From an optimization exercise on the open Yosys and OpenROAD flow, aimed at small area and a short achievable clock period; shortcuts taken in it are not production practice.
RTL that was checked went through simulation tests only; none was proved equivalent to the original.
Function not checked in runs 1 and 2: the RTL went through the layout flow alone.
Power and IR drop assume default switching activity.

## flow/run.sh

```bash
#!/bin/bash
# synth_recipe.tcl (not shown) runs the flow's synth.tcl, then flattens the netlist and writes it again
# the make line also repeats each setting of config.mk as NAME=value (left out here)
make -C /OpenROAD-flow-scripts/flow DESIGN_CONFIG=/design/flow/config.mk WORK_HOME=/design/flow/orfs CLKGATE_MAP_FILE= SYNTH_SCRIPT=/design/flow/synth_recipe.tcl finish
```

## flow/config.mk

```make
export PLATFORM = sky130hd
export DESIGN_NAME = mem_model_top
export DESIGN_NICKNAME = mem_model_top
export VERILOG_FILES = /design/flow/design.v
export SDC_FILE = /design/flow/constraint.sdc
export NUM_CORES = 4
export LEC_CHECK = 0
export CAP_MARGIN = 20
export CORE_MARGIN = 2
export CORE_UTILIZATION = 40
export SETUP_SLACK_MARGIN = 5
export SLEW_MARGIN = 20
```

## flow/constraint.sdc

```tcl
create_clock -name core_clock -period 9.0 [get_ports {glb_clk}]
set_input_delay 1.8000 -clock core_clock [delete_from_list [all_inputs] [get_ports {glb_clk}]]
set_output_delay 1.8000 -clock core_clock [all_outputs]
set_load 0.01 [all_outputs]
```

## flow/design.v

```verilog
`timescale 1ns/10ps
`default_nettype none
package mem_model_pkg;
  localparam int data_width     = 64;
  localparam int ram_items      = 2 ** 28;              
  localparam int index_width    = $clog2(ram_items);
  localparam int addr_width     = index_width + 3;      
  localparam int cache_lines    = 16;
  localparam int line_sel_width = $clog2(cache_lines);
  localparam logic [data_width-1:0] lfsr_taps = 64'hd800_0000_0000_0000;
  localparam logic [data_width-1:0] fill_seed = 64'h9e37_79b9_7f4a_7c15;
  typedef logic [1:0] access_size_t;
  localparam access_size_t size_byte  = 2'd0;
  localparam access_size_t size_half  = 2'd1;
  localparam access_size_t size_word  = 2'd2;
  localparam access_size_t size_dword = 2'd3;
  typedef struct packed {
    logic                  write;
    logic [addr_width-1:0] addr;
    access_size_t          size;
    logic                  sign_ext;
    logic [data_width-1:0] wdata;
  } mem_req_t;
  typedef struct packed {
    logic [index_width-1:0] index;
    logic [data_width-1:0]  mask;    
    logic [data_width-1:0]  data;    
  } word_access_t;
  typedef struct packed {
    logic [2:0]   offset;
    access_size_t size;
    logic         sign_ext;
  } load_tag_t;
endpackage
`default_nettype wire
`timescale 1ns/10ps
`default_nettype none
module mem_model_top (
  input  wire         glb_clk,
  input  wire         reset,
  input  wire         req_valid,
  input  wire         req_write,
  input  wire [30:0]  req_addr,
  input  wire [1:0]   req_size,
  input  wire         req_sign_ext,
  input  wire [63:0]  req_wdata,
  output wire         rsp_valid,
  output wire [63:0]  rsp_data
);
  localparam logic [63:0] lfsr_taps = mem_model_pkg::lfsr_taps;
  localparam logic [63:0] fill_seed = mem_model_pkg::fill_seed;
  logic [15:0] line_valid;
  logic [27:0] line_tag  [16];
  logic [63:0] line_data [16];
  logic [3:0]  fill_ptr;
  logic [63:0] fill_value;
  logic        rsp_valid_q;
  logic [63:0] rsp_data_q;
  logic        req;
  logic        store;
  logic [27:0] index;
  logic [2:0]  offset;
  logic [15:0] line_hit;
  logic        hit;
  logic [15:0] ptr_dec;
  logic [15:0] alloc;
  logic [63:0] read_word;
  assign req    = req_valid & ~reset;
  assign store  = req_write;
  assign index  = req_addr[30:3];
  assign offset = req_addr[2:0];
  always_comb begin
    for (int i = 0; i < 16; i++) begin
      line_hit[i] = line_valid[i] && (line_tag[i] == index);
      ptr_dec[i]  = (fill_ptr == 4'(i));
    end
  end
  assign hit = |line_hit;
  always_comb begin
    read_word = fill_value & {64{~hit}};
    for (int i = 0; i < 16; i++) begin
      read_word = read_word | (line_data[i] & {64{line_hit[i]}});
    end
  end
  logic [7:0]  size_lanes;
  logic [7:0]  byte_lanes;
  logic [63:0] wdata_rep;     
  logic [63:0] write_word;
  always_comb begin
    unique case (req_size)
      2'd0:    size_lanes = 8'h01;
      2'd1:    size_lanes = 8'h03;
      2'd2:    size_lanes = 8'h0f;
      default: size_lanes = 8'hff;
    endcase
    byte_lanes = size_lanes << offset;
    unique case (req_size)
      2'd0:    wdata_rep = {8{req_wdata[7:0]}};
      2'd1:    wdata_rep = {4{req_wdata[15:0]}};
      2'd2:    wdata_rep = {2{req_wdata[31:0]}};
      default: wdata_rep = req_wdata;
    endcase
    for (int b = 0; b < 8; b++) begin
      write_word[b*8 +: 8] = (store && byte_lanes[b]) ? wdata_rep[b*8 +: 8] : fill_value[b*8 +: 8];
    end
  end
  assign alloc = ptr_dec & {16{req & ~hit}};
  always_ff @(posedge glb_clk) begin
    for (int i = 0; i < 16; i++) begin
      if (alloc[i]) begin
        line_tag[i] <= index;
      end
      for (int b = 0; b < 8; b++) begin
        if (alloc[i] || (req && store && line_hit[i] && byte_lanes[b])) begin
          line_data[i][b*8 +: 8] <= write_word[b*8 +: 8];
        end
      end
    end
  end
  always_ff @(posedge glb_clk) begin
    if (reset) begin
      line_valid <= '0;
      fill_ptr   <= '0;
    end else begin
      line_valid <= line_valid | alloc;
      if (req_valid) begin
        fill_ptr <= fill_ptr + 4'd1;
      end
    end
  end
  always_ff @(posedge glb_clk) begin
    if (reset) begin
      fill_value <= fill_seed;
    end else begin
      fill_value <= (fill_value >> 1) ^ (fill_value[0] ? lfsr_taps : 64'd0);
    end
  end
  logic [7:0]  rbyte [8];
  logic [7:0]  lane0;
  logic [7:0]  lane1;
  logic [15:0] lane23;
  logic        sign;
  logic [7:0]  ext;
  logic [63:0] load_result;
  always_comb begin
    for (int b = 0; b < 8; b++) begin
      rbyte[b] = read_word[b*8 +: 8];
    end
    lane0  = rbyte[offset];
    lane1  = rbyte[{offset[2:1], 1'b1}];
    lane23 = {rbyte[{offset[2], 2'b11}], rbyte[{offset[2], 2'b10}]};
    unique case (req_size)
      2'd0:    sign = lane0[7];
      2'd1:    sign = lane1[7];
      default: sign = lane23[15];
    endcase
    ext = {8{req_sign_ext & sign}};
    unique case (req_size)
      2'd0:    load_result = {{7{ext}}, lane0};
      2'd1:    load_result = {{6{ext}}, lane1, lane0};
      2'd2:    load_result = {{4{ext}}, lane23, lane1, lane0};
      default: load_result = read_word;
    endcase
  end
  always_ff @(posedge glb_clk) begin
    if (reset) begin
      rsp_valid_q <= 1'b0;
    end else begin
      rsp_valid_q <= req_valid & ~req_write;
    end
    rsp_data_q <= load_result;
  end
  assign rsp_valid = rsp_valid_q;
  assign rsp_data  = rsp_data_q;
endmodule
`default_nettype wire
```

==> results of run 1 <==
[cells in the mapped netlist (all sizes together), types with 49 or more instances]
library cell / count
inv: 76
o21ai: 191
nand2b: 75
nor2: 108
a222oi: 57
nor4: 63
buf: 142
mux2i: 49
a21oi: 88
xnor2: 393
a22o: 130
edfxtp: 1472
nand4: 284
nand3: 150
nand2: 179
a221oi: 130
a22oi: 67
clkbuf: 106
dfxtp: 149
[layer usage]
layer	vias to the layer above	track usage [%]	wire, um
met1	24700	41.9	102000
met3	955	8.44	36800
li1	19400	-	-
met5	-	0	135
met2	4055	47.8	122000
met4	16	14.7	17700
[area by class of cell]
| cell class | count | area share, % |
|---|---|---|
| antenna | 6 | 0.0166 |
| clock buffer | 212 | 4.91 |
| clock inverter | 87 | 1.04 |
| inverter | 78 | 0.411 |
| multi-input combinational | 2472 | 24.1 |
| sequential | 1621 | 52.0 |
| tap | 2175 | 3.00 |
| timing repair buffer | 987 | 14.4 |
| timing repair inverter | 17 | 0.138 |
[per-stage QoR]
stage                     util [%]  power [mW]  area (um2)  hold WS [ps]  worst slack, ps
final                         55.7        16.8       90700           475             4170
after global routing          55.7        17.1       90700           491             4190
after CTS                     53.6        16.6       87400           471             4380
after detailed placement      43.9        9.51       71600           457             1530
after global placement        43.9        9.50       71500           445             1640
after floorplan                  -        9.07       67400           431             3910
[repair_timing]
action,CTS,global route
setup buffers,433,156
gates cloned,81,19
resized for setup,872,268
pin swaps,124,131
setup endpoints to repair,2480,2480
hold endpoints to repair,0,0
[sequential cells by signal, summed over array words and instances, names as in the netlist]
| name | count |
|---|---|
| fill_ptr | 4 |
| line_data | 1024 |
| line_valid | 16 |
| fill_value | 64 |
| rsp_valid_q | 1 |
| rsp_data_q | 64 |
| line_tag | 448 |
[path summary, 6_finish.rpt]
kind | end | slack (ps) | start | cells past startpoint
max | rsp_data_q[21] | 4170 | req_addr[15] | 17
min | fill_value[19] | 470 | fill_value[20] | 1
max reg2reg | rsp_data_q[21] | 4910 | line_tag[5][1] | 14
min reg2reg | fill_value[19] | 470 | fill_value[20] | 1
[power groups by stage]
stage          Sequential [mW]  Clock [mW]  Combinational [mW]
2_1_floorplan             8.57           0               0.498
3_3_place_gp              8.58           0               0.922
3_5_place_dp              8.58           0               0.935
4_1_cts                   8.42        6.99                1.23
5_1_grt                   8.42        7.29                1.41
6_report                  8.42        6.99                1.37
[cells by family (layout without fill, tap and decap cells)]
logic type | after synthesis | in the layout | synth area share (%)
flip-flops | 1621 | 1621 | 71.7
AND/OR/NAND/NOR | 1060 | 1078 | 8.93
AO/OA/AOI/OAI | 905 | 909 | 10.2
XOR/XNOR | 417 | 417 | 5.55
buffers and inverters | 326 | 1381 | 2.41
multiplexers | 64 | 64 | 1.07
adder cells (fa/ha/maj) | 4 | 4 | 0.0761
other | 0 | 6 | 0
[worst max-delay path, delay by kind of cell]
family | cells | cell delay, ps
AND/OR/NAND/NOR | 5 | 1460
AO/OA/AOI/OAI | 5 | 1210
buffers and inverters | 6 | 890
XOR/XNOR | 1 | 140
==> results.cfg, run 1 <==
[power_and_ir_drop]
power_frac_comb_pct = 8.2
p_per_area_nw_per_um2 = 185
vdd_drop_max_mv = 0.198
switching_share_pct = 23.1
p_leak_nw = 30.6
power.share.clock_pct = 41.7
p_seq_share_pct = 50.1
p_int_mw = 12.9
switchingPower_mw = 3.88

[drt]
drt_first_pass_iters = 9
vias = 49200
antenna_left = 0
drc = 0
vias_per_cell = 6.43
first_iter_violations = 8996
wire_per_inst_um = 36.3
wl_um = 278000

[synthesis]
yosysWarnings = 4
synth_seq_cells = 1621
syn_area_per_cell_um2 = 15.0
synthArstFlopShare_pct = 0
ys_types = 82
postSynthCellCount = 4397
yosysTopAreaCell = edfxtp_1
yosys-top-cells-area = edfxtp_1 (67%), xnor2_1 (5.2%), dfxtp_1 (4.5%)
synth_top_area_share_pct = 67.2
synth_edf_count = 1472
yosysSeqAreaShare_pct = 71.7
syn_nets = 4503
synth_area_um2 = 65800
synth_flop_cell = edfxtp_1

[timing]
max_slew_margin_pct = 29.0
worstMarginPinSlew_ps = 1060
timing.fmax_mhz = 207
setup_viol = 0
finalSetupTns_ps = 0
finalCritPeriodShare_pct = 53.7
min_period_ps = 4830
slew_violations = 0
rsz0062_at_grt = true
hold_viol_final = 0
finClkSkew_ps = 49.4

[setup_path]
cpMaxStageDelayCell = or4_4
cp-end-kind = register
slowest_delay_ps = 650
crit_fanout = 11
cp.arrival_ps = 5530
worst_setup_path_start_kind = input pin
crit_required_ps = 9700
criticalPathCategory = in2reg
crit_path_frequent_cell = buf_12
crit_chain = buf_16 -> buf_12 -> xnor2_2 -> nand4_1 -> nor4_4 -> buf_4 -> buf_6 -> and3_4 -> buf_12 -> or4_4 -> or4_4 -> o21ai_2 -> o211ai_1 -> a211o_4 -> buf_12 -> a21boi_1 -> a32oi_2

[global_route]
first_global_vias = 46000
grt.overflow.total = 0
grt_pass1_wl_um = 370000
grtUsageTotal_pct = 31.4
antenna_found_initial = 17
grt_max_degree = 60

[job]
drv_cap = 0

[clock_tree]
cts-root-buf = clkbuf_16
clock-sinks = 1621
path_clk_slew_ps = 60
ctsHoldBuffers = 0
clk_path_buf_depth = 3
cts_made_buffers = 165
worstSkewPairLatency_ps = 820
htree_levels = 4
cts_tree = built

[floorplanning]
ios = 167
dieHeight_um = 410
std_cell_rows = 148
start_util_pct = 40.4
die-width_um = 410
core_area_um2 = 163000
dieArea_um2 = 168000

[layout]
layout_commonest_cell = edfxtp_1
drive_gt1_share_pct = 31.8
nFillCells = 12500
finalNonFillerCells = 7655
nets = 5448
area_growth_syn_to_layout_pct = 37.9
layout_common_cells = edfxtp_1 (1472), buf_4 (356), xnor2_1 (324)
multi_input_area_um2 = 21800
seq_area_um2 = 47200

[place]
port_buffers = 166
place_congestion = 0.956
numPlacedInstances = 6657
dp_hpwl_um = 155000

[status]
status = timing/DRC/antenna clean

[worst_hold_path]
min_path_type = reg2reg
==> inputs of run 2 (changes only) <==
--- a/flow/config.mk
+++ b/flow/config.mk
@@ -10,3 +10,2 @@
 export CORE_UTILIZATION = 40
-export SETUP_SLACK_MARGIN = 5
 export SLEW_MARGIN = 20
==> results.cfg, run 2 <==
[layout]
largestRegisters = line_data x1024, line_tag x448
nets = 4848
drive_gt1_share_pct = 13.9
nFillCells = 14200
area_growth_syn_to_layout_pct = 16.0
layout_commonest_cell = edfxtp_1
layout_common_cells = edfxtp_1 (1472), xnor2_1 (393), nand4_1 (283)
stdcell_area_um2 = 76300
finalNonFillerCells = 7054
largest_register_ffs = 1024
regMostFlops = line_data

[timing]
finalCritPeriodShare_pct = 77.6
timing.fmax_mhz = 143
max_slew_margin_pct = 12.2
hold_viol_final = 0
worst_slack_ps = 2020
worstMarginPinSlew_ps = 1310
finalSetupTns_ps = 0
setup_viol = 0
finClkSkew_ps = 44.1
min_period_ps = 6980
slew_violations = 0
rsz0062_at_grt = false

[power_and_ir_drop]
p_leak_nw = 24.5
p_per_area_nw_per_um2 = 210
power.share.clock_pct = 41.8
p_int_mw = 12.4
switching_share_pct = 22.8
power_frac_comb_pct = 5.8
vdd_drop_max_mv = 0.191
power_mw = 16.1
switchingPower_mw = 3.67
p_seq_share_pct = 52.4

[floorplanning]
core_area_um2 = 163000
dieArea_um2 = 168000
die-width_um = 410
start_util_pct = 40.4
std_cell_rows = 148
dieHeight_um = 410
ios = 167

[setup_path]
criticalPathCategory = in2reg
cp-end-kind = register
crit_fanout = 58
crit_required_ps = 9650
cp.arrival_ps = 7630
r2r_start = line_tag[6][10]
startpoint = req_addr[24]
worst_setup_path_start_kind = input pin

[synthesis]
syn_area_per_cell_um2 = 15.0
yosysWarnings = 4
yosys-top-cells-area = edfxtp_1 (67%), xnor2_1 (5.2%), dfxtp_1 (4.5%)
synth_flop_cell = edfxtp_1
yosysSeqAreaShare_pct = 71.7
postSynthCellCount = 4397
synth_seq_cells = 1621
yosysTopAreaCell = edfxtp_1
synth_edf_count = 1472
syn_nets = 4503
yosysMostFrequentCell = edfxtp_1
ys_types = 82
synth_top_area_share_pct = 67.2
synth_area_um2 = 65800
synthArstFlopShare_pct = 0
ys_top_cells_by_count = edfxtp_1 (1472), xnor2_1 (393), nand4_1 (283)

[drt]
drc = 0
wl_um = 228000
first_iter_violations = 6620
wire_per_inst_um = 32.3
vias_per_cell = 6.18
antenna_left = 0
drt_first_pass_iters = 8
vias = 43600

[status]
status = timing/DRC/antenna clean

[clock_tree]
ctsHoldBuffers = 0
cts-root-buf = clkbuf_16
clk_path_buf_depth = 3
postCtsSetupBuffers = 0
cts_tree = built
path_clk_slew_ps = 60
clock-sinks = 1621
htree_levels = 4
cts_made_buffers = 164
ctsResizeCount = 0
worstSkewPairLatency_ps = 820

[place]
pre_cts_ws_ps = 1470
place_congestion = 0.964
numPlacedInstances = 6744
placed_cell_area_um2 = 70900
port_buffers = 166
dp_hpwl_um = 150000

[global_route]
antenna_found_initial = 5
grt_max_degree = 86
first_global_vias = 40800
grt.overflow.total = 0
grt_pass1_wl_um = 319000
grtUsageTotal_pct = 26.6

[job]
drv_cap = 0

[worst_hold_path]
min_path_type = reg2reg
min_from = line_valid[8]
run 2: cells by family (layout without fill, tap and decap cells):
group	Yosys count	after routing	share of synthesized area, %
compound gates	905	905	10.2
xor+xnor	417	417	5.55
fa+ha+maj	4	4	0.0761
buf+inv	326	807	2.41
flops	1621	1621	71.7
mux	64	64	1.07
other cells	0	1	0
simple gates	1060	1060	8.93
run 2: cell type report:
cell class                 instances  area [um2]  area share, %
antenna                            1        2.50        0.00328
clock buffer                     212        4360           5.71
clock inverter                    90         835           1.09
inverter                          78         293          0.384
multi-input combinational       2450       17300           22.7
sequential                      1621       47200           61.8
tap                             2175        2720           3.57
timing repair buffer             427        3610           4.73
run 2: worst paths after layout:
check                    to  slack [ps]  depth (start not counted)
min           line_valid[8]         470                          2
min reg2reg   line_valid[8]         470                          2
max          rsp_data_q[14]        2020                         14
max reg2reg  rsp_data_q[14]        3360                         12
run 2: worst max-delay path, stage by stage:
cell      delay, ps
buf_2           370
buf_4           400
inv_1           110
a2111o_1        400
nor4_2          870
nand4_1         550
and3_1          380
and4_2          310
buf_4           340
and2_1          300
nor3_1         1040
mux4_2          440
a211o_1         110
o311ai_0        110
run 2: metal layers:
metal  up-vias  part of all wire [%]  track usage [%]
li1      18100                     -                -
met3       442                    11             6.02
met4         6                   3.9             9.70
met1     22100                    41             38.4
met2      2889                    43             39.4
met5         -                 0.017                0
run 2: power by group through the flow:
stage | Combinational [mW] | Sequential, mW | Clock [mW]
detailed placement | 0.913 | 8.58 | 0
global route | 0.984 | 8.42 | 7.07
global placement | 0.903 | 8.57 | 0
CTS | 0.916 | 8.42 | 6.77
floorplan | 0.450 | 8.57 | 0
finish | 0.935 | 8.42 | 6.71
run 2: through the flow:
stage          hold slack [ps]  utilization, %
5_1_grt                    484            46.8
3_3_place_gp               450            43.5
2_1_floorplan              431               -
4_1_cts                    466            46.7
3_5_place_dp               456            43.5
6_report                   467            46.8
==> inputs of run 3 (changes only) <==
--- a/flow/design.v
+++ b/flow/design.v
@@ -57,3 +57,2 @@
   logic        rsp_valid_q;
-  logic [63:0] rsp_data_q;
   logic        req;
@@ -137,28 +136,61 @@
   end
-  logic [7:0]  rbyte [8];
-  logic [7:0]  lane0;
-  logic [7:0]  lane1;
-  logic [15:0] lane23;
+  logic [7:0]  msb_lane;      
+  logic [15:0] sign_cand;     
+  logic        fill_cand;
   logic        sign;
-  logic [7:0]  ext;
-  logic [63:0] load_result;
+  logic [63:0] word_q;
+  logic [7:0]  sel0_q;        
+  logic [3:0]  sel1_q;        
+  logic        ext1_q;        
+  logic [1:0]  sel23_q;       
+  logic        ext23_q;       
+  logic        dword_q;       
+  logic        ext47_q;       
+  always_comb begin
+    unique case (req_size)
+      2'd0:    msb_lane = 8'b1 << offset;
+      2'd1:    msb_lane = 8'b1 << {offset[2:1], 1'b1};
+      default: msb_lane = 8'b1 << {offset[2], 2'b11};
+    endcase
+    for (int i = 0; i < 16; i++) begin
+      sign_cand[i] = 1'b0;
+      for (int m = 0; m < 8; m++) begin
+        sign_cand[i] = sign_cand[i] | (msb_lane[m] & line_data[i][m*8+7]);
+      end
+    end
+    fill_cand = 1'b0;
+    for (int m = 0; m < 8; m++) begin
+      fill_cand = fill_cand | (msb_lane[m] & fill_value[m*8+7]);
+    end
+    sign = (fill_cand & ~hit) | |(sign_cand & line_hit);
+  end
+  always_ff @(posedge glb_clk) begin
+    word_q  <= read_word;
+    sel0_q  <= 8'b1 << offset;
+    sel1_q  <= (req_size == 2'd0) ? 4'b0 : (4'b1 << offset[2:1]);
+    ext1_q  <= (req_size == 2'd0) & req_sign_ext & sign;
+    sel23_q <= req_size[1] ? (2'b1 << offset[2]) : 2'b0;
+    ext23_q <= ~req_size[1] & req_sign_ext & sign;
+    dword_q <= (req_size == 2'd3);
+    ext47_q <= (req_size != 2'd3) & req_sign_ext & sign;
+  end
+  logic [7:0] wbyte [8];
+  logic [7:0] out0;
+  logic [7:0] out1;
+  logic [15:0] out23;
   always_comb begin
     for (int b = 0; b < 8; b++) begin
-      rbyte[b] = read_word[b*8 +: 8];
-    end
-    lane0  = rbyte[offset];
-    lane1  = rbyte[{offset[2:1], 1'b1}];
-    lane23 = {rbyte[{offset[2], 2'b11}], rbyte[{offset[2], 2'b10}]};
-    unique case (req_size)
-      2'd0:    sign = lane0[7];
-      2'd1:    sign = lane1[7];
-      default: sign = lane23[15];
-    endcase
-    ext = {8{req_sign_ext & sign}};
-    unique case (req_size)
-      2'd0:    load_result = {{7{ext}}, lane0};
-      2'd1:    load_result = {{6{ext}}, lane1, lane0};
-      2'd2:    load_result = {{4{ext}}, lane23, lane1, lane0};
-      default: load_result = read_word;
-    endcase
+      wbyte[b] = word_q[b*8 +: 8];
+    end
+    out0 = '0;
+    for (int b = 0; b < 8; b++) begin
+      out0 = out0 | (wbyte[b] & {8{sel0_q[b]}});
+    end
+    out1 = {8{ext1_q}};
+    for (int j = 0; j < 4; j++) begin
+      out1 = out1 | (wbyte[2*j+1] & {8{sel1_q[j]}});
+    end
+    out23 = ({wbyte[3], wbyte[2]} & {16{sel23_q[0]}})
+          | ({wbyte[7], wbyte[6]} & {16{sel23_q[1]}})
+          | {16{ext23_q}};
   end
@@ -170,6 +202,5 @@
     end
-    rsp_data_q <= load_result;
-  end
+  end
+  assign rsp_data = {(word_q[63:32] & {32{dword_q}}) | {32{ext47_q}}, out23, out1, out0};
   assign rsp_valid = rsp_valid_q;
-  assign rsp_data  = rsp_data_q;
 endmodule
--- a/flow/config.mk
+++ b/flow/config.mk
@@ -10,2 +10,3 @@
 export CORE_UTILIZATION = 40
+export SETUP_SLACK_MARGIN = 4.5
 export SLEW_MARGIN = 20
==> results.cfg, run 3 <==
[power_and_ir_drop]
vdd_drop_max_mv = 0.185
p_leak_nw = 25.7
p_per_area_nw_per_um2 = 213

[clock_tree]
cts_tree = built
clk_path_buf_depth = 3
clock-sinks = 1639
cts_made_buffers = 168
worstSkewPairLatency_ps = 820
cts-root-buf = clkbuf_16
ctsHoldBuffers = 0
path_clk_slew_ps = 60
htree_levels = 4

[setup_path]
crit_fanout = 16
slowest_delay_ps = 780
r2r-end = line_data[7][1]
worst_setup_path_start_kind = input pin
regToRegSetupSlack_ps = 5430
cp.arrival_ps = 5000
reg2reg_depth = 7
cp-end-kind = register
path_buf_inv = 3
crit_required_ps = 9440
r2r_start = line_tag[7][17]
cpMaxStageDelayCell = o21ai_2
criticalPathCategory = in2reg
cp_top_family = buffers and inverters
crit_chain = clkdlybuf4s50_1 -> inv_1 -> nor3b_1 -> buf_4 -> nand2_1 -> o21ai_2

[synthesis]
synthMuxAreaShare_pct = 1.04
synth_compound_gate_area_share_pct = 10.8
synth-simple-area-share_pct = 5.88
synth_area_um2 = 64300
postSynthCellCount = 4091
yosysTopAreaCell = edfxtp_1
ys_types = 56
synth_top_area_share_pct = 68.7
synthArstFlopShare_pct = 0
syn_nets = 4197
yosysWarnings = 4
yosysMostFrequentCell = edfxtp_1
synth_seq_cells = 1639
synth_flop_cell = edfxtp_1
ys_top_cells_by_count = edfxtp_1 (1472), xor2_1 (273), a22oi_1 (250)
synth_top_family_by_area = compound AO/OA/AOI/OAI gates
synth_edf_count = 1472
synth_fa_ha_area_share_pct = 0.0778
syn_area_per_cell_um2 = 15.7
synth_xor_xnor_area_share_pct = 6.10
yosysSeqAreaShare_pct = 73.9
yosys-top-cells-area = edfxtp_1 (69%), dfxtp_1 (5.2%), xor2_1 (3.7%)

[layout]
largestRegisters = line_data x1024, line_tag x448
regMostFlops = line_data
largest_register_ffs = 1024
layout_commonest_cell = edfxtp_1
nFillCells = 13400
multi_input_area_um2 = 16800
nets = 4529
drive_gt1_share_pct = 17.6
layout_common_cells = edfxtp_1 (1472), xor2_1 (267), a22oi_1 (250)
stdcell_area_um2 = 77300
seq_area_um2 = 47500
area_growth_syn_to_layout_pct = 20.2

[status]
status = timing/DRC/antenna clean

[timing]
min_period_ps = 4560
finalCritPeriodShare_pct = 50.7
finalSetupTns_ps = 0
setup_viol = 0
hold_viol_final = 0
finClkSkew_ps = 35.6
worstMarginPinSlew_ps = 1170
slew_violations = 0
rsz0062_at_grt = true
timing.fmax_mhz = 219
max_slew_margin_pct = 21.7

[floorplanning]
start_util_pct = 40.2
dieHeight_um = 405
ios = 167
die-width_um = 405
core_area_um2 = 160000
std_cell_rows = 147
dieArea_um2 = 164000

[place]
place_congestion = 0.940
dp_hpwl_um = 131000
port_buffers = 166
placed_cell_area_um2 = 68800

[global_route]
grt.overflow.total = 0
first_global_vias = 38600
antenna_found_initial = 5
grt_max_degree = 72
grtUsageTotal_pct = 26.0
grt_pass1_wl_um = 301000

[drt]
vias = 40600
wire_per_inst_um = 32.4
drc = 0
drt_first_pass_iters = 7
vias_per_cell = 6.04
first_iter_violations = 5937
antenna_left = 0
wl_um = 218000

[worst_hold_path]
hold_depth = 2
holdPathEnd = word_q[12]
min_from = fill_value[12]
min_path_type = reg2reg

[job]
drv_cap = 0
-- run 3: changes by cell type after synthesis, sizes merged, moves of 31 or more --
| cell | previous run | this run |
|---|---|---|
| buf | 142 | 188 |
| xnor2 | 393 | 175 |
| xor2 | 24 | 273 |
| nand3 | 150 | 76 |
| a21o | 30 | 75 |
| a22o | 130 | 99 |
| nand4 | 284 | 123 |
| inv | 76 | 39 |
| o211ai | 35 | 0 |
| nor2 | 108 | 70 |
| nand2b | 75 | 5 |
| a22oi | 67 | 250 |
| a21oi | 88 | 39 |
-- run 3: how the worst max path moves through the flow --
| stage | start | endpoint | slack (ps) | depth (start not counted) |
|---|---|---|---|---|
| 5_1_grt | req_write | line_data[12][23] | 4390 | 6 |
| 4_1_cts | req_addr[0] | line_data[6][45] | 4280 | 7 |
| 6_report | req_write | line_data[12][16] | 4440 | 6 |
| 2_1_floorplan | req_addr[30] | line_data[7][24] | 4370 | 10 |
| 3_5_place_dp | req_addr[12] | line_tag[1][19] | 1990 | 10 |
| 3_3_place_gp | req_addr[12] | line_data[9][42] | 1920 | 9 |
-- run 3: power by group --
group	internal (mW)	switching, mW	total (mW)	leakage [nW]
clock network	3.99	3.05	7.04	2.72
registers	8.43	0.0761	8.51	14.6
logic	0.302	0.594	0.895	8.38
total	12.7	3.72	16.4	25.7
-- run 3: repair_timing --
| action | in CTS | in global routing |
|---|---|---|
| setup buffers | 85 | 14 |
| pin swaps | 17 | 6 |
| cloned | 15 | 3 |
| gates resized for setup | 286 | 79 |
| setup endpoints to repair | 1747 | 1366 |
-- run 3: cell type report --
cell class	count	area share, %
sequential	1639	61.5
multi-input combinational	2145	21.8
clock buffer	222	6.00
timing repair buffer	417	5.61
tap	2160	3.49
clock inverter	91	1.25
inverter	41	0.270
timing repair inverter	11	0.107
antenna	4	0.0129
-- run 3: metrics by stage --
stage	total power [mW]	hold slack (ps)	std cells	util, %	setup WS, ps
after floorplan	9.04	424	4091	-	4370
after global placement	9.47	451	6291	42.8	1920
after detailed placement	9.48	451	6294	42.9	1990
after CTS	16.4	459	6707	47.9	4280
after global routing	16.8	477	6726	48.3	4390
final	16.4	464	6730	48.3	4440
-- run 3: layer usage --
metal	vias to the layer above	GRT usage, %	part of all wire (%)
met3	492	7.35	12
li1	16800	-	-
met5	-	0	0.0060
met2	2696	39.1	44
met4	2	9.11	3.8
met1	20600	36.1	40
-- run 3: cell families after synthesis --
| family | count (synthesis) |
|---|---|
| xor gates and xnor gates | 448 |
| buffers and inverters | 310 |
| AOI/OAI and AO/OA | 924 |
| muxes | 66 |
| and+or+nand+nor | 700 |
| adders and majority gates | 4 |
| DFF | 1639 |
-- run 3: tightest hold or removal path, cell delays in order, from the launching register on --
cell and delay (ps):
dfxtp_1 320, nand2_1 60, nand2_1 50
==> inputs of run 4 (changes only) <==
--- a/flow/config.mk
+++ b/flow/config.mk
@@ -10,3 +10,4 @@
 export CORE_UTILIZATION = 40
-export SETUP_SLACK_MARGIN = 4.5
+export SETUP_SLACK_MARGIN = 5
 export SLEW_MARGIN = 20
+export TNS_END_PERCENT = 10
==> results.cfg, run 4 <==
[place]
port_buffers = 166
dp_hpwl_um = 135000
placed_cell_area_um2 = 68800
place_congestion = 0.970

[timing]
slew_violations = 0
min_period_ps = 4260
finalCritPeriodShare_pct = 47.3
rsz0062_at_grt = true
setup_viol = 0
whs_ps = 445
finalSetupTns_ps = 0
timing.fmax_mhz = 235
max_slew_margin_pct = 22.7
worstMarginPinSlew_ps = 1160
hold_viol_final = 0
finClkSkew_ps = 72.6

[synthesis]
yosysSeqAreaShare_pct = 73.9
syn_area_per_cell_um2 = 15.7
synth_edf_count = 1472
syn_nets = 4197
yosysTopAreaCell = edfxtp_1
ys_top_cells_by_count = edfxtp_1 (1472), xor2_1 (273), a22oi_1 (250)
postSynthCellCount = 4091
synth_top_area_share_pct = 68.7
yosysWarnings = 4
synth_seq_cells = 1639
synthArstFlopShare_pct = 0
synth_flop_cell = edfxtp_1
ys_types = 56
yosys-top-cells-area = edfxtp_1 (69%), dfxtp_1 (5.2%), xor2_1 (3.7%)
synth_area_um2 = 64300
yosysMostFrequentCell = edfxtp_1

[global_route]
grt_pass1_wl_um = 310000
first_global_vias = 39600
grt_max_degree = 67
met2_usage_pct = 40.9
grtUsageTotal_pct = 26.8
top_usage_layer = met2
grt.overflow.total = 0
antenna_found_initial = 17
grt.met3_usage_pct = 7.32
grt_use_met1_pct = 36.7

[floorplanning]
ios = 167
core_area_um2 = 160000
start_util_pct = 40.2
dieArea_um2 = 164000
dieHeight_um = 405
std_cell_rows = 147
die-width_um = 405

[setup_path]
reg2reg_depth = 8
crit_required_ps = 9700
criticalPathCategory = in2reg
startpoint = req_addr[12]
crit_fanout = 45
cp-end-kind = register
regToRegSetupSlack_ps = 5570
cp.arrival_ps = 4960
worst_setup_path_start_kind = input pin
r2r_start = line_tag[3][9]
r2r-end = word_q[44]

[clock_tree]
cts_tree = built
cts-root-buf = clkbuf_16
htree_levels = 4
worstSkewPairLatency_ps = 830
ctsHoldBuffers = 0
clock-sinks = 1639
path_clk_slew_ps = 60
cts_made_buffers = 168
clk_path_buf_depth = 3

[worst_hold_path]
holdPathEnd = fill_value[4]
min_from = fill_value[5]
hold_depth = 1
min_path_type = reg2reg

[layout]
largest_register_ffs = 1024
area_growth_syn_to_layout_pct = 24.9
nFillCells = 13100
nets = 4618
largestRegisters = line_data x1024, line_tag x448
regMostFlops = line_data
layout_common_cells = edfxtp_1 (1472), xor2_1 (254), a22oi_1 (250)
drive_gt1_share_pct = 21.1
stdcell_area_um2 = 80400
layout_commonest_cell = edfxtp_1

[power_and_ir_drop]
p_leak_nw = 27.0
p_seq_share_pct = 50.7
power_frac_comb_pct = 5.7
switching_share_pct = 22.4
p_per_area_nw_per_um2 = 209
power.share.clock_pct = 43.5
p_int_mw = 13.0
switchingPower_mw = 3.76
vdd_drop_max_mv = 0.207

[drt]
first_iter_violations = 6528
drc = 0
antenna_left = 0
wl_um = 230000
drt_first_pass_iters = 7
vias = 41700
vias_per_cell = 6.11
wire_per_inst_um = 33.7

[job]
drv_cap = 0

[status]
status = timing/DRC/antenna clean
==> run 4: worst max path at each step <==
stage / endpoint / depth (start not counted)
6_report: word_q[44] / 9
5_1_grt: rsp_data[32] / 2
4_1_cts: line_data[7][37] / 8
3_5_place_dp: line_data[5][43] / 11
3_3_place_gp: line_data[5][54] / 11
2_1_floorplan: line_tag[11][0] / 11
==> run 4: metrics by stage <==
| stage | cells | util [%] | worst slack [ps] | power, mW |
|---|---|---|---|---|
| after floorplan | 4091 | - | 4630 | 9.06 |
| after global placement | 6264 | 42.9 | 1940 | 9.49 |
| after detailed placement | 6267 | 43.0 | 1930 | 9.50 |
| after CTS | 6764 | 49.2 | 4710 | 16.8 |
| after global routing | 6816 | 50.1 | 4770 | 17.2 |
| final | 6827 | 50.2 | 4740 | 16.8 |
==> run 4: layer usage <==
| metal | part of all wire, % | vias up | wire length [um] |
|---|---|---|---|
| met5 | 0.10 | - | 230 |
| met4 | 4.1 | 10 | 9330 |
| met3 | 13 | 537 | 28800 |
| met2 | 45 | 2908 | 103000 |
| met1 | 38 | 21200 | 88500 |
| li1 | - | 17000 | - |
==> run 4: kinds of logic after synthesis <==
kind of cell	after synthesis	share of synthesized area [%]
DFF	1639	73.9
AOI/OAI and AO/OA	924	10.8
and+or+nand+nor	700	5.88
xor gates and xnor gates	448	6.10
buffers and inverters	310	2.21
muxes	66	1.04
adders and majority gates	4	0.0778
==> run 4: area by class of cell <==
class                   count  area [um2]  share of cell area (%)
multi-input cells        2144       17500                    21.8
diodes                     13        32.5                  0.0405
repair buffers            501        6380                    7.95
flip-flops and latches   1639       47600                    59.2
repair inverters           17         125                   0.156
inverters                  41         221                   0.276
well taps                2160        2700                    3.36
clock buffers             200        4420                    5.50
clock inverters           112        1380                    1.72
==> run 4: timing repair <==
item                                    4_1_cts  5_1_grt
endpoints found under the setup margin     2366     2242
gates resized for setup                     424      172
cloned                                       24       17
setup buffers                               161       32
pin swaps                                    62       32
==> run 4: critical path: stages <==
cell and delay (ps):
buf_12 150, xor2_1 180, a2111o_1 390, a2111oi_2 340, and3_4 550, buf_6 550, a222oi_1 270, and4_1 300
nand3_1 270
==> run 4: power groups by stage <==
stage | combinational [mW] | sequential [mW] | clock [mW]
after floorplan | 0.436 | 8.63 | 0
after global placement | 0.814 | 8.67 | 0
after detailed placement | 0.822 | 8.67 | 0
after CTS | 0.903 | 8.51 | 7.35
after global routing | 1.00 | 8.51 | 7.64
final | 0.963 | 8.51 | 7.31
==> inputs of run 5 (changes only) <==
--- a/flow/config.mk
+++ b/flow/config.mk
@@ -10,4 +10,4 @@
 export CORE_UTILIZATION = 40
+export PLACE_DENSITY = 0.8
 export SETUP_SLACK_MARGIN = 5
 export SLEW_MARGIN = 20
-export TNS_END_PERCENT = 10
==> results.cfg, run 5 <==
[status]
status = timing/DRC/antenna clean

[clock_tree]
ctsHoldBuffers = 0
worstSkewPairLatency_ps = 850
cts_tree = built
htree_levels = 4
clock-sinks = 1639
path_clk_slew_ps = 70
clk_path_buf_depth = 3
cts_made_buffers = 154
cts-root-buf = clkbuf_16

[setup_path]
r2r-end = word_q[50]
r2r_start = line_tag[3][15]
crit_fanout = 39
crit_required_ps = 9570
regToRegSetupSlack_ps = 5330
worst_setup_path_start_kind = input pin
cp.arrival_ps = 5210
reg2reg_depth = 11
criticalPathCategory = in2reg
cp-end-kind = register

[power_and_ir_drop]
p_int_mw = 12.3
p_seq_share_pct = 52.6
p_leak_nw = 27.8
switching_share_pct = 24.0
power_mw = 16.2
vdd_drop_max_mv = 0.209
power.share.clock_pct = 40.6
switchingPower_mw = 3.90
power_frac_comb_pct = 6.8
p_per_area_nw_per_um2 = 196

[layout]
area_growth_syn_to_layout_pct = 28.8
nets = 4728
regMostFlops = line_data
largest_register_ffs = 1024
nFillCells = 11700
layout_common_cells = edfxtp_1 (1472), xor2_1 (249), a22oi_1 (243)
drive_gt1_share_pct = 24.6
largestRegisters = line_data x1024, line_tag x448
fin_util_pct = 51.7
layout_commonest_cell = edfxtp_1

[global_route]
grt.overflow.total = 0
antenna_found_initial = 30
grt_pass1_wl_um = 339000
first_global_vias = 44000
grt_max_degree = 65
grtUsageTotal_pct = 29.3

[floorplanning]
core_area_um2 = 160000
start_util_pct = 40.2
std_cell_rows = 147
dieArea_um2 = 164000
dieHeight_um = 405
die-width_um = 405
ios = 167

[drt]
vias_per_cell = 6.88
first_iter_violations = 11100
antenna_left = 0
drt_first_pass_iters = 17
vias = 47700
wl_um = 267000
drc = 0
wire_per_inst_um = 38.5

[synthesis]
synth_flop_cell = edfxtp_1
ys_types = 56
syn_area_per_cell_um2 = 15.7
synthArstFlopShare_pct = 0
yosysSeqAreaShare_pct = 73.9
yosysTopAreaCell = edfxtp_1
yosysWarnings = 4
synth_area_um2 = 64300
yosys-top-cells-area = edfxtp_1 (69%), dfxtp_1 (5.2%), xor2_1 (3.7%)
synth_edf_count = 1472
ys_top_cells_by_count = edfxtp_1 (1472), xor2_1 (273), a22oi_1 (250)
yosysMostFrequentCell = edfxtp_1
syn_nets = 4197
synth_top_area_share_pct = 68.7
postSynthCellCount = 4091
synth_seq_cells = 1639

[worst_hold_path]
min_path_type = reg2reg
hold_depth = 2
min_from = line_data[0][12]
holdPathEnd = word_q[12]

[timing]
finalSetupTns_ps = 0
finalCritPeriodShare_pct = 51.5
min_period_ps = 4640
finClkSkew_ps = 82.3
hold_viol_final = 0
slew_violations = 0
worstMarginPinSlew_ps = 1070
setup_viol = 0
max_slew_margin_pct = 29.0
rsz0062_at_grt = true
timing.fmax_mhz = 216

[place]
place_congestion = 0.991
port_buffers = 166
dp_hpwl_um = 131000

[job]
drv_cap = 0
run 5: cell counts after synthesis:
Identical to the previous run, type by type.
run 5: worst max-delay path by stage:
| stage | start | cells past startpoint | to |
|---|---|---|---|
| finish | req_addr[18] | 12 | word_q[50] |
| CTS | req_addr[8] | 15 | line_tag[3][19] |
| global placement | req_addr[24] | 9 | line_tag[8][10] |
| global route | req_write | 8 | line_data[1][32] |
| detailed placement | req_addr[28] | 10 | line_tag[8][23] |
| floorplan | req_addr[19] | 11 | line_tag[11][0] |
run 5: layer usage:
layer	vias up	part of all wire, %	track usage (%)
met5	-	0.24	2.44
met4	30	10	19.9
met3	1787	19	13.1
met2	5888	41	42.3
met1	22700	30	35.0
li1	17200	-	-
run 5: cell families after synthesis:
| logic type | Yosys count | synth area share (%) |
|---|---|---|
| flip-flops | 1639 | 73.9 |
| AO/OA/AOI/OAI | 924 | 10.8 |
| AND/OR/NAND/NOR | 700 | 5.88 |
| XOR/XNOR | 448 | 6.10 |
| buffers and inverters | 310 | 2.21 |
| multiplexers | 66 | 1.04 |
| adder cells (fa/ha/maj) | 4 | 0.0778 |
run 5: stage by stage:
step                      cell area, um2  instances  setup slack [ps]  hold WS, ps
after floorplan                    65600       4091              4630          424
after global placement             69000       6240              2150          447
after detailed placement           69100       6242              2380          449
after CTS                          80200       6790              4880          467
after global routing               82800       6919              4570          493
final                              82800       6935              4360          469
run 5: final cells by class:
type | count | area [um2] | share of cell area [%]
flip-flops and latches | 1639 | 47600 | 57.5
multi-input cells | 2146 | 18300 | 22.1
repair buffers | 624 | 8920 | 10.8
clock buffers | 202 | 4150 | 5.01
well taps | 2160 | 2700 | 3.26
clock inverters | 77 | 712 | 0.860
inverters | 41 | 223 | 0.269
repair inverters | 16 | 120 | 0.145
diodes | 30 | 75.1 | 0.0906
run 5: power groups by stage:
stage | clock network, mW | registers (mW) | logic (mW)
after floorplan | 0 | 8.62 | 0.456
after global placement | 0 | 8.68 | 0.789
after detailed placement | 0 | 8.68 | 0.811
after CTS | 6.36 | 8.51 | 0.940
after global routing | 6.78 | 8.52 | 1.11
final | 6.59 | 8.53 | 1.11
run 5: timing repair:
item                                    4_1_cts  5_1_grt
resized for setup                           547      196
pin swaps                                    63       85
cloned                                       48       12
setup buffers                               221      103
endpoints found under the setup margin     2486     1979
run 5: critical path, cell delays in order:
cell and delay [ps]:
clkbuf_8 320, xnor2_1 150, nand4_1 200, nor4_4 50, buf_4 170, and3_2 240, buf_6 230, buf_12 250
a222oi_1 720, nand3_1 230, a21oi_1 410, nand3_2 350
==> inputs of run 6 (changes only) <==
--- a/flow/config.mk
+++ b/flow/config.mk
@@ -10,3 +10,2 @@
 export CORE_UTILIZATION = 40
-export PLACE_DENSITY = 0.8
 export SETUP_SLACK_MARGIN = 5
==> results.cfg, run 6 <==
[setup_path]
cp-end-kind = register
slowest_delay_ps = 670
cp.arrival_ps = 4710
crit_required_ps = 9430
crit_fanout = 16
criticalPathCategory = in2reg
path_buf_inv = 3
worst_setup_path_start_kind = input pin
cpMaxStageDelayCell = clkdlybuf4s50_1
cp_top_family = buffers and inverters
crit_chain = clkdlybuf4s50_1 -> inv_1 -> nor3b_2 -> buf_4 -> nand2_2 -> o21ai_4

[drt]
drc = 0
drt_first_pass_iters = 9
vias = 44000
wl_um = 249000
wire_per_inst_um = 35.7
first_iter_violations = 7234
antenna_left = 0
vias_per_cell = 6.29

[worst_hold_path]
min_path_type = reg2reg

[synthesis]
postSynthCellCount = 4091
yosysWarnings = 4
synth_edf_count = 1472
yosysMostFrequentCell = edfxtp_1
synth_flop_cell = edfxtp_1
ys_types = 56
synth_seq_cells = 1639
yosys-top-cells-area = edfxtp_1 (69%), dfxtp_1 (5.2%), xor2_1 (3.7%)
syn_nets = 4197
yosysTopAreaCell = edfxtp_1
yosysSeqAreaShare_pct = 73.9
synth_top_area_share_pct = 68.7
synth_area_um2 = 64300
synthArstFlopShare_pct = 0
syn_area_per_cell_um2 = 15.7
ys_top_cells_by_count = edfxtp_1 (1472), xor2_1 (273), a22oi_1 (250)

[clock_tree]
clock-sinks = 1639
ctsHoldBuffers = 0
worstSkewPairLatency_ps = 820
cts_made_buffers = 165
htree_levels = 4
cts_tree = built
path_clk_slew_ps = 60
clk_path_buf_depth = 3
cts-root-buf = clkbuf_16

[layout]
layout_commonest_cell = edfxtp_1
largestRegisters = line_data x1024, line_tag x448
largest_register_ffs = 1024
nFillCells = 12600
fin_util_pct = 52.6
area_growth_syn_to_layout_pct = 31.0
seq_area_um2 = 47600
multi_input_area_um2 = 18300
nets = 4790
drive_gt1_share_pct = 25.5
layout_common_cells = edfxtp_1 (1472), xor2_1 (253), a22oi_1 (250)
regMostFlops = line_data

[floorplanning]
dieArea_um2 = 164000
die-width_um = 405
std_cell_rows = 147
core_area_um2 = 160000
start_util_pct = 40.2
dieHeight_um = 405
ios = 167

[timing]
max_slew_margin_pct = 29.2
min_period_ps = 4280
timing.fmax_mhz = 234
finClkSkew_ps = 44.3
slew_violations = 0
whs_ps = 457
finalSetupTns_ps = 0
hold_viol_final = 0
finalCritPeriodShare_pct = 47.5
worstMarginPinSlew_ps = 1060
setup_viol = 0
rsz0062_at_grt = true

[global_route]
grtUsageTotal_pct = 29.3
grt_pass1_wl_um = 335000
grt_max_degree = 59
grt.overflow.total = 0
first_global_vias = 41200
antenna_found_initial = 15

[power_and_ir_drop]
switching_share_pct = 22.6
p_int_mw = 12.9
power_mw = 16.7
p_seq_share_pct = 50.9
vdd_drop_max_mv = 0.178
p_per_area_nw_per_um2 = 199
power_frac_comb_pct = 6.6
p_leak_nw = 28.7
switchingPower_mw = 3.78
power.share.clock_pct = 42.5

[status]
status = timing/DRC/antenna clean

[place]
port_buffers = 166
place_congestion = 0.982
dp_hpwl_um = 141000

[job]
drv_cap = 0
## run 6: cell types whose count changed in the layout (fill, tap and decap cells not counted), moves of 9 or more
cell and change:
nand2_2 -12, buf_16 +12, diode_2 -23, buf_4 +25, clkbuf_16 +12, buf_8 +10
clkbuf_8 +9
## run 6: power groups by stage
stage	registers (mW)	clock network, mW	logic (mW)
detailed placement	8.68	0	0.837
finish	8.52	7.11	1.10
global route	8.52	7.41	1.14
CTS	8.51	7.12	1.04
floorplan	8.62	0	0.456
global placement	8.68	0	0.829
## run 6: repair_timing
action,in CTS,in global routing
setup endpoints to repair,2563,2078
setup buffers,304,43
endpoints found under the hold margin,0,0
resized for setup,689,138
gates cloned,57,13
pin swaps,118,44
## run 6: cells by family after synthesis
family,synth area share (%)
compound gates,10.8
simple gates,5.88
flops,73.9
mux,1.04
buf+inv,2.21
fa+ha+maj,0.0778
xor+xnor,6.10
## run 6: worst paths after layout
check                                startpoint                end  slack [ps]  depth (start not counted)
worst max register to register  line_tag[13][4]   line_tag[12][22]        5610                         14
worst max-delay path                  req_write  line_data[15][51]        4720                          6
worst min-delay path             fill_value[49]     fill_value[48]         460                          1
worst min register to register   fill_value[49]     fill_value[48]         460                          1
## run 6: area by class of cell
cell class,instances,share of cell area [%]
Inverter,41,0.257
Timing Repair inverter,16,0.143
Antenna cell,7,0.0208
Multi-Input combinational cell,2146,21.8
Sequential cell,1639,56.5
Timing Repair Buffer,675,11.5
Tap cell,2160,3.21
Clock buffer,224,5.50
Clock inverter,79,1.13
## run 6: metrics by stage
stage	instance area, um2	cells	setup slack [ps]
after floorplan	65600	4091	4630
after global placement	69200	6260	2190
after detailed placement	69200	6260	2180
after CTS	82800	6924	4810
after global routing	84200	6983	4730
final	84200	6987	4720
## run 6: routing by layer
metal,share of wire (%),vias up,track usage (%)
li1,-,17400,-
met1,37,22400,39.4
met2,45,3438,44.6
met3,13,662,7.84
met4,5.2,18,12.6
met5,0.13,-,0
==> inputs of run 7 (changes only) <==
--- a/flow/config.mk
+++ b/flow/config.mk
@@ -12 +12,2 @@
 export SLEW_MARGIN = 20
+export TNS_END_PERCENT = 0
==> results.cfg, run 7 <==
[status]
status = timing/DRC/antenna clean

[floorplanning]
ios = 167
std_cell_rows = 147
start_util_pct = 40.2
dieHeight_um = 405
dieArea_um2 = 164000
die-width_um = 405
core_area_um2 = 160000

[clock_tree]
cts-root-buf = clkbuf_16
worstSkewPairLatency_ps = 830
path_clk_slew_ps = 60
htree_levels = 4
clk_path_buf_depth = 3
clock-sinks = 1639
cts_tree = built
cts_made_buffers = 168

[layout]
nets = 4596
nFillCells = 13200
layout_common_cells = edfxtp_1 (1472), xor2_1 (267), a22oi_1 (250)
drive_gt1_share_pct = 19.6
stdcell_area_um2 = 79300
regMostFlops = line_data
layout_commonest_cell = edfxtp_1
largestRegisters = line_data x1024, line_tag x448
area_growth_syn_to_layout_pct = 23.3
finalNonFillerCells = 6792
largest_register_ffs = 1024

[global_route]
first_global_vias = 39100
grt.overflow.total = 0
antenna_found_initial = 14
grt_max_degree = 68
grtUsageTotal_pct = 26.7
grt_pass1_wl_um = 308000

[synthesis]
synth_area_um2 = 64300
yosys-top-cells-area = edfxtp_1 (69%), dfxtp_1 (5.2%), xor2_1 (3.7%)
synth_edf_count = 1472
ys_top_cells_by_count = edfxtp_1 (1472), xor2_1 (273), a22oi_1 (250)
yosysSeqAreaShare_pct = 73.9
synthArstFlopShare_pct = 0
synth_seq_cells = 1639
postSynthCellCount = 4091
yosysWarnings = 4
syn_area_per_cell_um2 = 15.7
synth_top_area_share_pct = 68.7
ys_types = 56
synth_flop_cell = edfxtp_1
yosysTopAreaCell = edfxtp_1
yosysMostFrequentCell = edfxtp_1
syn_nets = 4197

[drt]
vias = 41700
drt_first_pass_iters = 7
wire_per_inst_um = 33.6
antenna_left = 0
drc = 0
wl_um = 228000
vias_per_cell = 6.14
first_iter_violations = 6602

[place]
port_buffers = 166
placed_cell_area_um2 = 68900
numPlacedInstances = 6282
place_congestion = 0.998
dp_hpwl_um = 136000

[power_and_ir_drop]
vdd_drop_max_mv = 0.158
p_per_area_nw_per_um2 = 208
p_leak_nw = 26.5
power_mw = 16.5

[timing]
rsz0062_at_grt = true
hold_viol_final = 0
finalSetupTns_ps = 0
finalCritPeriodShare_pct = 48.1
timing.fmax_mhz = 231
finClkSkew_ps = 65.2
min_period_ps = 4330
whs_ps = 465
max_slew_margin_pct = 32.4
setup_viol = 0
slew_violations = 0
worstMarginPinSlew_ps = 1010

[setup_path]
crit_fanout = 35
cp.arrival_ps = 4910
cp-end-kind = register
crit_required_ps = 9580
worst_setup_path_start_kind = input pin
criticalPathCategory = in2reg

[worst_hold_path]
min_path_type = reg2reg

[job]
drv_cap = 0
run 7: cell counts after synthesis:
Identical to the previous run, type by type.
run 7: path summary, 6_finish.rpt:
path | slack, ps | endpoint | start | depth (start not counted)
max | 4670 | word_q[48] | req_addr[10] | 13
min | 470 | line_valid[15] | line_valid[15] | 2
max reg2reg | 5480 | line_tag[10][20] | line_tag[5][5] | 13
min reg2reg | 470 | line_valid[15] | line_valid[15] | 2
run 7: logic make-up (layout without fill, tap and decap cells):
kind of cell,count (synthesis),count (layout),synth area share (%)
AO/OA/AOI/OAI,924,924,10.8
XOR/XNOR,448,448,6.10
adder cells (fa/ha/maj),4,4,0.0778
buffers and inverters,310,842,2.21
flip-flops,1639,1639,73.9
multiplexers,66,66,1.04
other,0,6,0
AND/OR/NAND/NOR,700,703,5.88
run 7: metrics by stage:
step                utilization (%)  worst slack [ps]
floorplan                         -              4630
global placement               42.9              1900
detailed placement             43.0              1890
CTS                            48.0              4110
global route                   49.5              4720
finish                         49.5              4670
run 7: power by group:
part	internal, mW	leakage (nW)	switching, mW
clock network	3.98	2.69	3.04
logic	0.325	9.18	0.615
registers	8.43	14.6	0.0773
run 7: timing repair:
| item | CTS | global route |
|---|---|---|
| endpoints found under the setup margin | 2331 | 2492 |
| cloned | 19 | 13 |
| pin swaps | 11 | 39 |
| resized for setup | 215 | 325 |
| setup buffers | 104 | 60 |
| hold buffers | 0 | 0 |
run 7: worst max-delay path: stages:
cell	delay, ps
buf_12	180
buf_4	210
xor2_1	210
nor4_2	80
nand4_1	160
nor4_4	70
buf_4	170
buf_12	180
buf_12	280
a22oi_1	180
nand2_1	90
nor3_1	660
nand2_1	410
run 7: layout make-up:
cell class	count	area [um2]	area share, %
sequential	1639	47600	60.0
multi-input combinational	2145	17400	21.9
timing repair buffer	479	5740	7.24
clock buffer	214	4450	5.61
tap	2160	2700	3.41
clock inverter	92	1110	1.40
inverter	41	218	0.275
timing repair inverter	16	120	0.151
antenna	6	15.0	0.0189
run 7: layer usage:
layer | global-route usage (%) | share of wire (%)
met3 | 7.66 | 13
met5 | 0.178 | 0.033
met4 | 9.96 | 4.2
met1 | 36.4 | 38
met2 | 40.6 | 45
==> inputs of run 8 (changes only) <==
--- a/flow/config.mk
+++ b/flow/config.mk
@@ -10,2 +10,3 @@
 export CORE_UTILIZATION = 40
+export PLACE_DENSITY = 0.7
 export SETUP_SLACK_MARGIN = 5
==> results.cfg, run 8 <==
[synthesis]
syn_nets = 4197
synthArstFlopShare_pct = 0
yosys-top-cells-area = edfxtp_1 (69%), dfxtp_1 (5.2%), xor2_1 (3.7%)
yosysWarnings = 4
yosysMostFrequentCell = edfxtp_1
synth_edf_count = 1472
synth_top_area_share_pct = 68.7
synth_seq_cells = 1639
synth_area_um2 = 64300
yosysSeqAreaShare_pct = 73.9
synth_flop_cell = edfxtp_1
ys_types = 56
ys_top_cells_by_count = edfxtp_1 (1472), xor2_1 (273), a22oi_1 (250)
yosysTopAreaCell = edfxtp_1
postSynthCellCount = 4091
syn_area_per_cell_um2 = 15.7

[floorplanning]
dieArea_um2 = 164000
ios = 167
std_cell_rows = 147
dieHeight_um = 405
die-width_um = 405
start_util_pct = 40.2
core_area_um2 = 160000

[place]
numPlacedInstances = 6261
dp_hpwl_um = 133000
place_congestion = 1.05
placed_cell_area_um2 = 68800
port_buffers = 166
pre_cts_ws_ps = 2610

[layout]
finalNonFillerCells = 6805
nFillCells = 12700
largestRegisters = line_data x1024, line_tag x448
largest_register_ffs = 1024
drive_gt1_share_pct = 21.0
layout_commonest_cell = edfxtp_1
area_growth_syn_to_layout_pct = 23.9
regMostFlops = line_data
nets = 4608
stdcell_area_um2 = 79700
layout_common_cells = edfxtp_1 (1472), xor2_1 (256), a22oi_1 (249)

[timing]
slew_violations = 0
worstMarginPinSlew_ps = 1160
setup_viol = 0
worst_slack_ps = 4690
max_slew_margin_pct = 22.8
hold_viol_final = 0
finalSetupTns_ps = 0
min_period_ps = 4310
timing.fmax_mhz = 232
finalCritPeriodShare_pct = 47.9
finClkSkew_ps = 66.6
rsz0062_at_grt = true

[power_and_ir_drop]
power_mw = 16.3
p_leak_nw = 26.5
vdd_drop_max_mv = 0.202
p_per_area_nw_per_um2 = 204

[global_route]
grt.overflow.total = 0
antenna_found_initial = 10
first_global_vias = 40600
grt_max_degree = 67
grtUsageTotal_pct = 26.7
grt_pass1_wl_um = 310000

[setup_path]
criticalPathCategory = in2reg
regToRegSetupSlack_ps = 5700
cp.arrival_ps = 5000
crit_required_ps = 9690
cp-end-kind = register
worst_setup_path_start_kind = input pin
crit_fanout = 17

[drt]
wl_um = 230000
first_iter_violations = 7839
wire_per_inst_um = 33.8
vias_per_cell = 6.31
antenna_left = 0
drt_first_pass_iters = 15
drc = 0
vias = 43000

[status]
status = timing/DRC/antenna clean

[clock_tree]
worstSkewPairLatency_ps = 820
clk_path_buf_depth = 3
cts-root-buf = clkbuf_16
clock-sinks = 1639
path_clk_slew_ps = 60
htree_levels = 4
ctsHoldBuffers = 0
cts_tree = built
cts_made_buffers = 160

[job]
drv_cap = 0

[worst_hold_path]
min_path_type = reg2reg
==> run 8: cell count changes in the layout (fill, tap and decap cells not counted), moves of 11 or more <==
| cell | before | now |
|---|---|---|
| xor2_1 | 267 | 256 |
| buf_4 | 176 | 164 |
| o21ai_2 | 13 | 32 |
| o21ai_1 | 37 | 12 |
| buf_12 | 91 | 120 |
| xor2_2 | 4 | 16 |
==> run 8: report_power, final <==
| group | switching (mW) | internal, mW |
|---|---|---|
| Sequential | 0.0921 | 8.43 |
| Combinational | 0.635 | 0.330 |
| Clock | 2.97 | 3.81 |
==> run 8: layout make-up <==
class | instances | area (um2) | share of cell area [%]
antenna | 6 | 15.0 | 0.0188
clock buffer | 229 | 4500 | 5.64
clock inverter | 70 | 783 | 0.983
inverter | 41 | 219 | 0.275
multi-input combinational | 2146 | 17700 | 22.1
sequential | 1639 | 47600 | 59.7
tap | 2160 | 2700 | 3.39
timing repair buffer | 498 | 6150 | 7.72
timing repair inverter | 16 | 120 | 0.151
==> run 8: stage by stage <==
step | hold WS (ps) | utilization (%)
final | 468 | 49.8
after global routing | 487 | 49.7
after CTS | 466 | 48.9
after detailed placement | 455 | 43.0
after global placement | 437 | 42.7
after floorplan | 424 | -
==> run 8: layer usage <==
metal	track usage, %	part of all wire, %	routed length (um)	up-vias
li1	-	-	-	17000
met1	34.3	35	80400	21400
met2	40.5	44	101000	3738
met3	8.67	14	33400	893
met4	13.4	6.6	15200	14
met5	0.654	0.16	372	-
==> run 8: repair_timing <==
| item | in CTS | in global routing |
|---|---|---|
| endpoints found under the setup margin | 2436 | 2238 |
| pin swaps | 62 | 31 |
| setup buffers | 147 | 59 |
| cloned | 22 | 10 |
| resized for setup | 417 | 109 |
==> run 8: final timing paths <==
kind,cells past startpoint,start,endpoint
setup / recovery,8,req_addr[0],ext1_q
hold / removal,1,fill_value[45],fill_value[44]
setup reg to reg,13,line_tag[14][9],line_tag[6][24]
hold reg to reg,1,fill_value[45],fill_value[44]
==> run 8: logic make-up after synthesis <==
group | share of synthesized area (%)
xor+xnor | 6.10
mux | 1.04
flops | 73.9
buf+inv | 2.21
compound gates | 10.8
simple gates | 5.88
fa+ha+maj | 0.0778
==> run 8: critical path, cell delays in order <==
cell and delay [ps]:
clkdlybuf4s15_1 590, nor3b_1 250, and2_1 470, a221oi_1 560
a21boi_0 160, a2111oi_1 640, and4_1 400, a21oi_1 110
==> inputs of run 9 (changes only) <==
--- a/flow/config.mk
+++ b/flow/config.mk
@@ -10,3 +10,3 @@
 export CORE_UTILIZATION = 40
-export PLACE_DENSITY = 0.7
+export GPL_ROUTABILITY_DRIVEN = 0
 export SETUP_SLACK_MARGIN = 5
==> results.cfg, run 9 <==
[floorplanning]
ios = 167
dieArea_um2 = 164000
dieHeight_um = 405
core_area_um2 = 160000
start_util_pct = 40.2
die-width_um = 405
std_cell_rows = 147

[drt]
wl_um = 226000
wire_per_inst_um = 33.3
antenna_left = 0
vias = 41900
drc = 0
vias_per_cell = 6.16
drt_first_pass_iters = 13
first_iter_violations = 6451

[place]
numPlacedInstances = 6278
dp_hpwl_um = 136000
port_buffers = 166

[setup_path]
slowest_delay_ps = 850
cp-end-kind = register
criticalPathCategory = in2reg
reg2reg_depth = 9
worst_setup_path_start_kind = input pin
crit_chain = clkdlybuf4s50_1 -> clkinvlp_4 -> buf_4 -> nor3b_1 -> buf_4 -> nand2_2 -> o21ai_1 -> buf_4
crit_fanout = 16
cp.arrival_ps = 4980
cpMaxStageDelayCell = clkdlybuf4s50_1
startpoint = req_write
crit_required_ps = 9500
crit_path_frequent_cell = buf_4
regToRegSetupSlack_ps = 5380
r2r_start = line_tag[14][20]
r2r-end = line_data[14][17]

[synthesis]
postSynthCellCount = 4091
synth_top_area_share_pct = 68.7
ys_top_cells_by_count = edfxtp_1 (1472), xor2_1 (273), a22oi_1 (250)
ys_types = 56
syn_area_per_cell_um2 = 15.7
synth_seq_cells = 1639
yosysMostFrequentCell = edfxtp_1
yosysWarnings = 4
yosys-top-cells-area = edfxtp_1 (69%), dfxtp_1 (5.2%), xor2_1 (3.7%)
synth_flop_cell = edfxtp_1
yosysSeqAreaShare_pct = 73.9
syn_nets = 4197
yosysTopAreaCell = edfxtp_1
synthArstFlopShare_pct = 0
synth_area_um2 = 64300
synth_edf_count = 1472

[worst_hold_path]
min_path_type = reg2reg
holdPathEnd = fill_value[4]
min_from = fill_value[5]
hold_depth = 1

[global_route]
grt_max_degree = 70
grt.overflow.total = 0
grtUsageTotal_pct = 26.5
grt_pass1_wl_um = 306000
first_global_vias = 39600
antenna_found_initial = 19

[timing]
min_period_ps = 4480
timing.fmax_mhz = 223
finClkSkew_ps = 79.9
setup_viol = 0
max_slew_margin_pct = 16.9
finalCritPeriodShare_pct = 49.8
worstMarginPinSlew_ps = 1250
slew_violations = 0
hold_viol_final = 0
rsz0062_at_grt = true
finalSetupTns_ps = 0

[status]
status = timing/DRC/antenna clean

[layout]
largest_register_ffs = 1024
finalNonFillerCells = 6796
layout_common_cells = edfxtp_1 (1472), xor2_1 (264), a22oi_1 (250)
drive_gt1_share_pct = 19.5
regMostFlops = line_data
largestRegisters = line_data x1024, line_tag x448
nFillCells = 13200
layout_commonest_cell = edfxtp_1
nets = 4593
area_growth_syn_to_layout_pct = 23.4

[power_and_ir_drop]
p_per_area_nw_per_um2 = 206
vdd_drop_max_mv = 0.197
p_leak_nw = 26.5
power_mw = 16.3

[clock_tree]
ctsHoldBuffers = 0
htree_levels = 4
cts-root-buf = clkbuf_16
path_clk_slew_ps = 60
clock-sinks = 1639
worstSkewPairLatency_ps = 840
clk_path_buf_depth = 3
cts_tree = built
cts_made_buffers = 168

[job]
drv_cap = 0
[run 9: timing repair]
action	CTS	global route
gates cloned	18	12
hold endpoints to repair	0	0
setup endpoints to repair	2363	2620
buffers inserted	75	94
pin swaps	13	77
resized for setup	190	337
[run 9: worst max path at each step]
| stage | end | cells after the start |
|---|---|---|
| 2_1_floorplan | line_tag[11][0] | 11 |
| 3_3_place_gp | line_tag[5][10] | 11 |
| 3_5_place_dp | line_tag[5][10] | 11 |
| 4_1_cts | line_data[5][49] | 9 |
| 5_1_grt | line_data[14][17] | 10 |
| 6_report | line_data[14][17] | 8 |
[run 9: per-layer routing]
metal  vias to the layer above  global-route usage, %  wire [um]
met5                         -                      0         49
met1                     21200                   35.4      85200
met4                         8                   10.9      10300
li1                      17000                      -          -
met3                       598                   7.81      28800
met2                      3092                   40.5     102000
[run 9: cell type report]
cell class / count / area, um2 / share of cell area, %
Sequential cell: 1639 / 47500 / 59.9
Multi-Input combinational cell: 2144 / 17600 / 22.1
Timing Repair Buffer: 477 / 5730 / 7.22
Clock buffer: 223 / 4510 / 5.68
Tap cell: 2160 / 2700 / 3.40
Clock inverter: 87 / 953 / 1.20
Inverter: 41 / 221 / 0.279
Timing Repair inverter: 16 / 120 / 0.151
Antenna cell: 9 / 22.5 / 0.0284
[run 9: power breakdown]
group	total [mW]	internal, mW	switching [mW]
registers	8.51	8.43	0.0758
logic	0.942	0.323	0.619
clock network	6.89	3.86	3.03
total	16.3	12.6	3.73
[run 9: cells by family after synthesis]
kind of cell / share of synthesized area, %
fa+ha+maj: 0.0778
simple gates: 5.88
flops: 73.9
buf+inv: 2.21
compound gates: 10.8
mux: 1.04
xor+xnor: 6.10
[run 9: metrics by stage]
stage	hold slack (ps)	utilization, %	area [um2]	worst slack (ps)
after floorplan	424	-	64900	4630
after CTS	462	47.6	76200	3980
final	462	49.5	79400	4520
after global placement	444	42.9	68700	1680
after detailed placement	450	43.0	68900	1940
after global routing	489	49.5	79400	4620
[run 9: worst max-delay path: cells and delay by family]
kind / cells / cell delay, ps
AOI/OAI and AO/OA: 1 / 450
buffers and inverters: 5 / 1990
and+or+nand+nor: 2 / 700

-- what the ideal ports hide --
In the flow no input, the clock included, has a driving cell. The finished layouts below were timed again as built, in two steps.
Step 1, drivers: a clkbuf_16 drives glb_clk and a buf_2 each remaining input, both assumed.
Step 2 adds t to the input delays and takes it off the output delays; t is the mean of the earliest and latest rising clock arrival at the registers after step 1. Input paths then give back, and output paths get back, about the clock's delay inside the block.
a / b / c = no drivers / after step 1 / after step 2; a / b = the first two.
| run | t (ns) | slack for setup (ns) | hold slack, ns | cell pins on the clock port's net |
|---|---|---|---|---|
| run 1 | 0.871 | 4.170 / 4.073 / 3.202 | 0.475 / 0.475 / 0.475 | 1 |
| run 2 | 0.879 | 2.019 / 2.073 / 1.194 | 0.467 / 0.467 / 0.467 | 1 |
| run 3 | 0.877 | 4.439 / 4.476 / 3.599 | 0.464 / 0.464 / 0.464 | 1 |
| run 4 | 0.875 | 4.740 / 4.718 / 3.895 | 0.445 / 0.445 / 0.445 | 1 |
| run 5 | 0.893 | 4.362 / 4.407 / 3.514 | 0.469 / 0.469 / 0.469 | 1 |
| run 6 | 0.877 | 4.724 / 4.722 / 3.845 | 0.457 / 0.457 / 0.457 | 1 |
| run 7 | 0.869 | 4.668 / 4.679 / 3.810 | 0.465 / 0.465 / 0.465 | 1 |
| run 8 | 0.863 | 4.689 / 4.735 / 3.872 | 0.468 / 0.468 / 0.468 | 1 |
| run 9 | 0.880 | 4.520 / 4.569 / 3.689 | 0.462 / 0.462 / 0.462 | 1 |
After both steps every run listed still meets setup and hold. For run 1, which loses most, drivers alone change the setup slack by -0.097 ns; drivers and shift together by -0.968 ns.
